Source: an optimization exercise on an open RTL-to-GDS flow (aim: a short achievable clock period and few clock cycles). Production flows keep margins and buffers that such runs may drop.
In this exercise RTL edits were held to simulation tests only and were not proved equivalent to the original.
Power and IR drop assume default switching activity.

==> run a <==
==> flow/design.v (excerpt) <==
module cpuTop #(
	parameter int dataMemDepth = 256                
) (
	input  logic         clk,
	input  logic         arstN,
	input  cpuPkg::wordT instr,                     
	input  cpuPkg::wordT nextByte,                  
	input  cpuPkg::wordT inPort,
	output cpuPkg::wordT pc,
	output cpuPkg::wordT outPort,
	output logic         outEn
);
	logic [3:0]   m1SelAA, m1SelBA, m1SelAB, m1SelBB, m1Hold, m1StSel;
	logic [3:0]   m1SelX, m1SelY, m1SelOut;
	logic         m1OutV, m1StV, exStV, m1Hit;
	logic [27:0]  m1WrA, m1WrB;
	cpuPkg::wordT m1KA, m1KB, stData, ldData;
	logic [15:0]  m1Lo, m1Hi, exLo, exHi;
	logic [31:0]  regs, wdata;
	fetchStage uFetch (
		.clk      (clk),
		.arstN    (arstN),
		.instr    (instr),
		.nextByte (nextByte),
		.inPort   (inPort),
		.pc       (pc),
		.m1SelAA  (m1SelAA),
		.m1SelBA  (m1SelBA),
		.m1SelAB  (m1SelAB),
		.m1SelBB  (m1SelBB),
		.m1SelX   (m1SelX),
		.m1SelY   (m1SelY),
  ...
==> module memoryStage, before the edit <==
module memoryStage (
	input  logic         clk,
	input  logic         we,                        
	input  logic [15:0]  wlo, whi,                  
	input  cpuPkg::wordT wdata,
	input  logic [15:0]  rlo, rhi,                  
	input  logic         hit,                       
	output cpuPkg::wordT rdata                      
);
	cpuPkg::wordT dataMem [256];
	always_ff @(posedge clk) begin
		for (int i = 0; i < 256; i++) begin
			if (we && whi[i / 16] && wlo[i % 16]) dataMem[i] <= wdata;
		end
	end
	cpuPkg::wordT qtr [4];
	cpuPkg::wordT fwdQ;                             
	always_ff @(posedge clk) begin
		for (int q = 0; q < 4; q++) begin
			cpuPkg::wordT g;
			g = '0;
			for (int i = 64*q; i < 64*q + 64; i++) begin
				g = g | ({8{rhi[i / 16] & rlo[i % 16]}} & dataMem[i]);
			end
			qtr[q] <= hit ? '0 : g;
		end
		fwdQ <= hit ? wdata : '0;
	end
	assign rdata = qtr[0] | qtr[1] | qtr[2] | qtr[3] | fwdQ;
endmodule
Settings: LEC_CHECK=0, CAP_MARGIN=20, CORE_MARGIN=2, CORE_UTILIZATION=28, SETUP_SLACK_MARGIN=2.0, SLEW_MARGIN=20; clock period 4.4 ns.
run.sh (not shown) runs the stock make flow with config.mk's settings and CLKGATE_MAP_FILE= SYNTH_SCRIPT=/design/flow/synth_recipe.tcl, a recipe that flattens the netlist after the stock synthesis.
==> inputs of run b, as changes to run a <==
--- a/flow/design.v
+++ b/flow/design.v
@@ -47,12 +47,11 @@
 	output logic [27:0]  m1WrA, m1WrB,              
 	output logic [3:0]   m1Hold,                    
 	output cpuPkg::wordT m1KA, m1KB,                
 	output logic         m1StV,
 	output logic [3:0]   m1StSel,                   
-	output logic [15:0]  m1Lo, m1Hi,                
-	output logic         m1Hit                      
+	output logic [15:0]  m1Lo, m1Hi                 
 );
 	cpuPkg::decT d0, d1, dL, dA, dB;
 	decodeStage uDec0 (.ins(instr),    .d(d0));
 	decodeStage uDec1 (.ins(nextByte), .d(d1));
 	function automatic logic ok(input cpuPkg::decT a, input cpuPkg::decT b);
@@ -125,13 +124,10 @@
 		rFnB  <= dB.fn;
 		rStA  <= dA.st;
 		rStB  <= dB.st;
 		rOutB <= dB.out;
 	end
-	logic [15:0] nLo, nHi;
-	assign nLo = immIn0 ? (16'b1 << instr[3:0]) : (16'b1 << nextByte[3:0]);
-	assign nHi = immIn0 ? (16'b1 << instr[7:4]) : (16'b1 << nextByte[7:4]);
 	always_comb begin
 		for (int i = 0; i < 4; i++) begin
 			m1WrA[7*i +: 7] = (rVA && rWeA[i] && !(rVB && rWeB[i])) ? rFnA : 7'b0;
 			m1WrB[7*i +: 7] = (rVB && rWeB[i]) ? rFnB : 7'b0;
 		end
@@ -150,13 +146,12 @@
 		m1SelOut  <= dA.out ? dA.selB : dB.selB;
 		rOutA     <= dA.out;
 		m1StSel   <= dA.st ? dA.selB : dB.selB;
 		m1KA      <= dA.isIn ? inPort : immA;
 		m1KB      <= dB.isIn ? inPort : nextByte;   
-		m1Lo      <= nLo;
-		m1Hi      <= nHi;
-		m1Hit     <= m1StV && |(m1Lo & nLo) && |(m1Hi & nHi);
+		m1Lo      <= immIn0 ? (16'b1 << instr[3:0]) : (16'b1 << nextByte[3:0]);
+		m1Hi      <= immIn0 ? (16'b1 << instr[7:4]) : (16'b1 << nextByte[7:4]);
 	end
 endmodule
 module regFile (
 	input  logic         clk,
 	input  logic         arstN,
@@ -211,70 +206,55 @@
 	input  logic [3:0]   m1StSel,
 	input  logic [15:0]  m1Lo, m1Hi,
 	input  cpuPkg::wordT ldData,                    
 	output logic         exStV,                     
 	output logic [15:0]  exLo, exHi,
-	output cpuPkg::wordT stData,                    
+	output cpuPkg::wordT stData,
 	output logic [31:0]  wdata,                     
 	output cpuPkg::wordT outPort,
 	output logic         outEn
 );
-	logic [3:0]   hold;
+	logic [27:0]  wrA, wrB;
+	logic [3:0]   hold, stSel;
 	cpuPkg::wordT kA, kB;
 	always_ff @(posedge clk or negedge arstN) begin
 		if (!arstN) begin
+			wrA   <= '0;
+			wrB   <= '0;
 			hold  <= '1;
 			exStV <= 1'b0;
 		end else begin
+			wrA   <= m1WrA;
+			wrB   <= m1WrB;
 			hold  <= m1Hold;
 			exStV <= m1StV;
 		end
 	end
 	always_ff @(posedge clk) begin
 		kA     <= m1KA;
 		kB     <= m1KB;
+		stSel  <= m1StSel;
 		exLo   <= m1Lo;
 		exHi   <= m1Hi;
 	end
 	cpuPkg::wordT aA, bA, aB, bB;                   
 	cpuPkg::wordT x, y;                             
 	logic [3:0] colSum, colDiff, colLA, colLB, colLd;
 	logic [5:2] fnA, fnB;                           
-	logic [5:2] m1FnA, m1FnB;
-	logic [3:0] m1ColSum, m1ColDiff, m1ColLA, m1ColLB, m1ColLd;
 	always_comb begin
-		m1FnA = '0;
-		m1FnB = '0;
+		fnA = '0;
+		fnB = '0;
 		for (int i = 0; i < 4; i++) begin
-			m1ColSum[i]  = m1WrA[7*i + 0] | m1WrB[7*i + 0];
-			m1ColDiff[i] = m1WrA[7*i + 1] | m1WrB[7*i + 1];
-			m1ColLA[i]   = |m1WrA[7*i + 2 +: 4];
-			m1ColLB[i]   = |m1WrB[7*i + 2 +: 4];
-			m1ColLd[i]   = m1WrA[7*i + 6] | m1WrB[7*i + 6];
-			m1FnA = m1FnA | m1WrA[7*i + 2 +: 4];
-			m1FnB = m1FnB | m1WrB[7*i + 2 +: 4];
+			colSum[i]  = wrA[7*i + 0] | wrB[7*i + 0];
+			colDiff[i] = wrA[7*i + 1] | wrB[7*i + 1];
+			colLA[i]   = |wrA[7*i + 2 +: 4];
+			colLB[i]   = |wrB[7*i + 2 +: 4];
+			colLd[i]   = wrA[7*i + 6] | wrB[7*i + 6];
+			fnA = fnA | wrA[7*i + 2 +: 4];
+			fnB = fnB | wrB[7*i + 2 +: 4];
 		end
 	end
-	always_ff @(posedge clk or negedge arstN) begin
-		if (!arstN) begin
-			colSum  <= '0;
-			colDiff <= '0;
-			colLA   <= '0;
-			colLB   <= '0;
-			colLd   <= '0;
-		end else begin
-			colSum  <= m1ColSum;
-			colDiff <= m1ColDiff;
-			colLA   <= m1ColLA;
-			colLB   <= m1ColLB;
-			colLd   <= m1ColLd;
-		end
-	end
-	always_ff @(posedge clk) begin
-		fnA <= m1FnA;
-		fnB <= m1FnB;
-	end
 	cpuPkg::wordT sum, diff, lresA, lresB;
 	assign sum   = x + y;                           
 	assign diff  = x - y;                           
 	assign lresA = ({8{fnA[2]}} & (aA & bA)) | ({8{fnA[3]}} & (aA | bA)) |
 	               ({8{fnA[4]}} & bA) | ({8{fnA[5]}} & kA);
@@ -287,20 +267,25 @@
 		    ({8{|(sel & colLd)}} & ldData);
 		for (int i = 0; i < 4; i++) v = v | ({8{sel[i] & hold[i]}} & regs[8*i +: 8]);
 		after = v;
 	endfunction
 	always_comb begin
+		stData = '0;
+		for (int i = 0; i < 4; i++) begin
+			stData = stData | ({8{stSel[i]}} & regs[8*i +: 8]);
+		end
+	end
+	always_comb begin
 		for (int i = 0; i < 4; i++) wdata[8*i +: 8] = after(4'b1 << i);
 	end
 	always_ff @(posedge clk) begin
 		aA <= after(m1SelAA);
 		bA <= after(m1SelBA);
 		aB <= after(m1SelAB);
 		bB <= after(m1SelBB);
 		x  <= after(m1SelX);
 		y  <= after(m1SelY);
-		stData <= after(m1StSel);
 	end
 	always_ff @(posedge clk or negedge arstN) begin
 		if (!arstN) begin
 			outEn   <= 1'b0;
 			outPort <= '0;
@@ -314,21 +299,22 @@
 	input  logic         clk,
 	input  logic         we,                        
 	input  logic [15:0]  wlo, whi,                  
 	input  cpuPkg::wordT wdata,
 	input  logic [15:0]  rlo, rhi,                  
-	input  logic         hit,                       
 	output cpuPkg::wordT rdata                      
 );
 	cpuPkg::wordT dataMem [256];
 	always_ff @(posedge clk) begin
 		for (int i = 0; i < 256; i++) begin
 			if (we && whi[i / 16] && wlo[i % 16]) dataMem[i] <= wdata;
 		end
 	end
 	cpuPkg::wordT qtr [4];
 	cpuPkg::wordT fwdQ;                             
+	logic         hit;
+	assign hit = we && |(wlo & rlo) && |(whi & rhi);
 	always_ff @(posedge clk) begin
 		for (int q = 0; q < 4; q++) begin
 			cpuPkg::wordT g;
 			g = '0;
 			for (int i = 64*q; i < 64*q + 64; i++) begin
@@ -352,11 +338,11 @@
 	output cpuPkg::wordT outPort,
 	output logic         outEn
 );
 	logic [3:0]   m1SelAA, m1SelBA, m1SelAB, m1SelBB, m1Hold, m1StSel;
 	logic [3:0]   m1SelX, m1SelY, m1SelOut;
-	logic         m1OutV, m1StV, exStV, m1Hit;
+	logic         m1OutV, m1StV, exStV;
 	logic [27:0]  m1WrA, m1WrB;
 	cpuPkg::wordT m1KA, m1KB, stData, ldData;
 	logic [15:0]  m1Lo, m1Hi, exLo, exHi;
 	logic [31:0]  regs, wdata;
 	fetchStage uFetch (
@@ -380,12 +366,11 @@
 		.m1KA     (m1KA),
 		.m1KB     (m1KB),
 		.m1StV    (m1StV),
 		.m1StSel  (m1StSel),
 		.m1Lo     (m1Lo),
-		.m1Hi     (m1Hi),
-		.m1Hit    (m1Hit)
+		.m1Hi     (m1Hi)
 	);
 	regFile uRegFile (
 		.clk   (clk),
 		.arstN (arstN),
 		.wdata (wdata),
@@ -427,9 +412,8 @@
 		.wlo   (exLo),
 		.whi   (exHi),
 		.wdata (stData),
 		.rlo   (m1Lo),
 		.rhi   (m1Hi),
-		.hit   (m1Hit),
 		.rdata (ldData)
 	);
 endmodule
--- a/flow/config.mk
+++ b/flow/config.mk
@@ -5,8 +5,8 @@
 export SDC_FILE = /design/flow/constraint.sdc
 export NUM_CORES = 4
 export LEC_CHECK = 0
 export CAP_MARGIN = 20
 export CORE_MARGIN = 2
-export CORE_UTILIZATION = 28
+export CORE_UTILIZATION = 35
 export SETUP_SLACK_MARGIN = 2.0
 export SLEW_MARGIN = 20
==> inputs of run c, as changes to run a <==
--- a/flow/design.v
+++ b/flow/design.v
@@ -323,24 +323,27 @@
 	always_ff @(posedge clk) begin
 		for (int i = 0; i < 256; i++) begin
 			if (we && whi[i / 16] && wlo[i % 16]) dataMem[i] <= wdata;
 		end
 	end
-	cpuPkg::wordT qtr [4];
+	cpuPkg::wordT qtr [16];
 	cpuPkg::wordT fwdQ;                             
 	always_ff @(posedge clk) begin
-		for (int q = 0; q < 4; q++) begin
+		for (int q = 0; q < 16; q++) begin
 			cpuPkg::wordT g;
 			g = '0;
-			for (int i = 64*q; i < 64*q + 64; i++) begin
+			for (int i = 16*q; i < 16*q + 16; i++) begin
 				g = g | ({8{rhi[i / 16] & rlo[i % 16]}} & dataMem[i]);
 			end
 			qtr[q] <= hit ? '0 : g;
 		end
 		fwdQ <= hit ? wdata : '0;
 	end
-	assign rdata = qtr[0] | qtr[1] | qtr[2] | qtr[3] | fwdQ;
+	always_comb begin
+		rdata = fwdQ;
+		for (int q = 0; q < 16; q++) rdata = rdata | qtr[q];
+	end
 endmodule
 module cpuTop #(
 	parameter int dataMemDepth = 256                
 ) (
 	input  logic         clk,
--- a/flow/config.mk
+++ b/flow/config.mk
@@ -6,7 +6,7 @@
 export NUM_CORES = 4
 export LEC_CHECK = 0
 export CAP_MARGIN = 20
 export CORE_MARGIN = 2
 export CORE_UTILIZATION = 28
-export SETUP_SLACK_MARGIN = 2.0
+export SETUP_SLACK_MARGIN = 2.3
 export SLEW_MARGIN = 20
==> comparison table <==
quantity                                                                      run c                    run a             run b
Final period demand of the worst path                                       2710 ps                  2630 ps           2530 ps
Multi-input gates                                                              2832                     3115              3128
Mean Syn Cell Area                                                         15.9 µm²                 15.2 µm²          15.3 µm²
Slew at the pin with the worst max-slew slack                               1110 ps                  1150 ps           1140 ps
Non-clock inverters                                                              61                       70                56
Power drawn by the sequential cells                                         30.2 mW                  29.6 mW           29.8 mW
Met1 layer usage reported by global route                                     25.3%                    27.3%             35.6%
M3 GR Usage                                                                   4.55%                    5.71%             7.38%
Postcts setup bufs                                                              103                       94               105
Insertion delay of the later-clocked pin in the worst-skew pair              930 ps                   930 ps            920 ps
Number of global-route vias before repair                                     58200                    59900             59600
Non-clock buffer contribution to total cell area                              3.95%                    4.00%             3.85%
Leakage                                                                     36.7 nW                  36.7 nW           37.3 nW
Number of cells on the critical path                                              6                        6                 7
Met3 wire length                                                            38.6 mm                  49.6 mm           51.8 mm
Share of Yosys cell area claimed by the top area cell type                    65.7%                    66.2%             65.7%
Startpoint of the worst setup timing path                        uMemory.qtr[11][7]  uMemory.dataMem[220][1]  uExecute.wrA[16]
Antenna diode instance count                                                     27                       13                35
Final-layout clock buffer total                                                 311                      311               306
Result of the run                                          timing/DRC/antenna clean  timing/DRC/antenna clean  timing/DRC/antenna clean
Testbench counts of run a, summed over its fixed seeds: cycles 16,691.
Testbench counts of run b, summed over its fixed seeds: cycles 16,691.
Testbench counts of run c, summed over its fixed seeds: cycles 16,691.

## separate check: timing with driven ports
How much do the figures lean on ideal ports? The routed layouts below were timed once more, with nothing changed but the port constraints. Step 1, drivers: a clkbuf_16 drives clk and a buf_2 each remaining input, both assumed. Step 2 also shifts input and output timing later by t, the mid clock arrival at the registers, as if the neighbouring blocks saw the same clock. a / b / c = ideal ports / drivers / drivers and shift; a / b = the first two.
| run | shift t [ns] | slack for setup (ns) | hold slack, ns | worst setup path at the end | worst register clock-pin slew, ns |
|---|---|---|---|---|---|
| run a | 0.988 | 1.768 / 1.768 / 1.094 | 0.078 / 0.009 / 0.328 | input to register | 0.07 / 0.07 |
| run b | 0.978 | 1.872 / 1.872 / 1.182 | 0.087 / 0.022 / 0.328 | input to register | 0.07 / 0.07 |
| run c | 0.950 | 1.694 / 1.694 / 1.137 | 0.151 / 0.093 / 0.325 | input to register | 0.07 / 0.07 |
After both steps every run listed still meets setup and hold. The setup slack of run b, which loses most, moves by 0.000 ns with the drivers and by -0.690 ns with both steps.
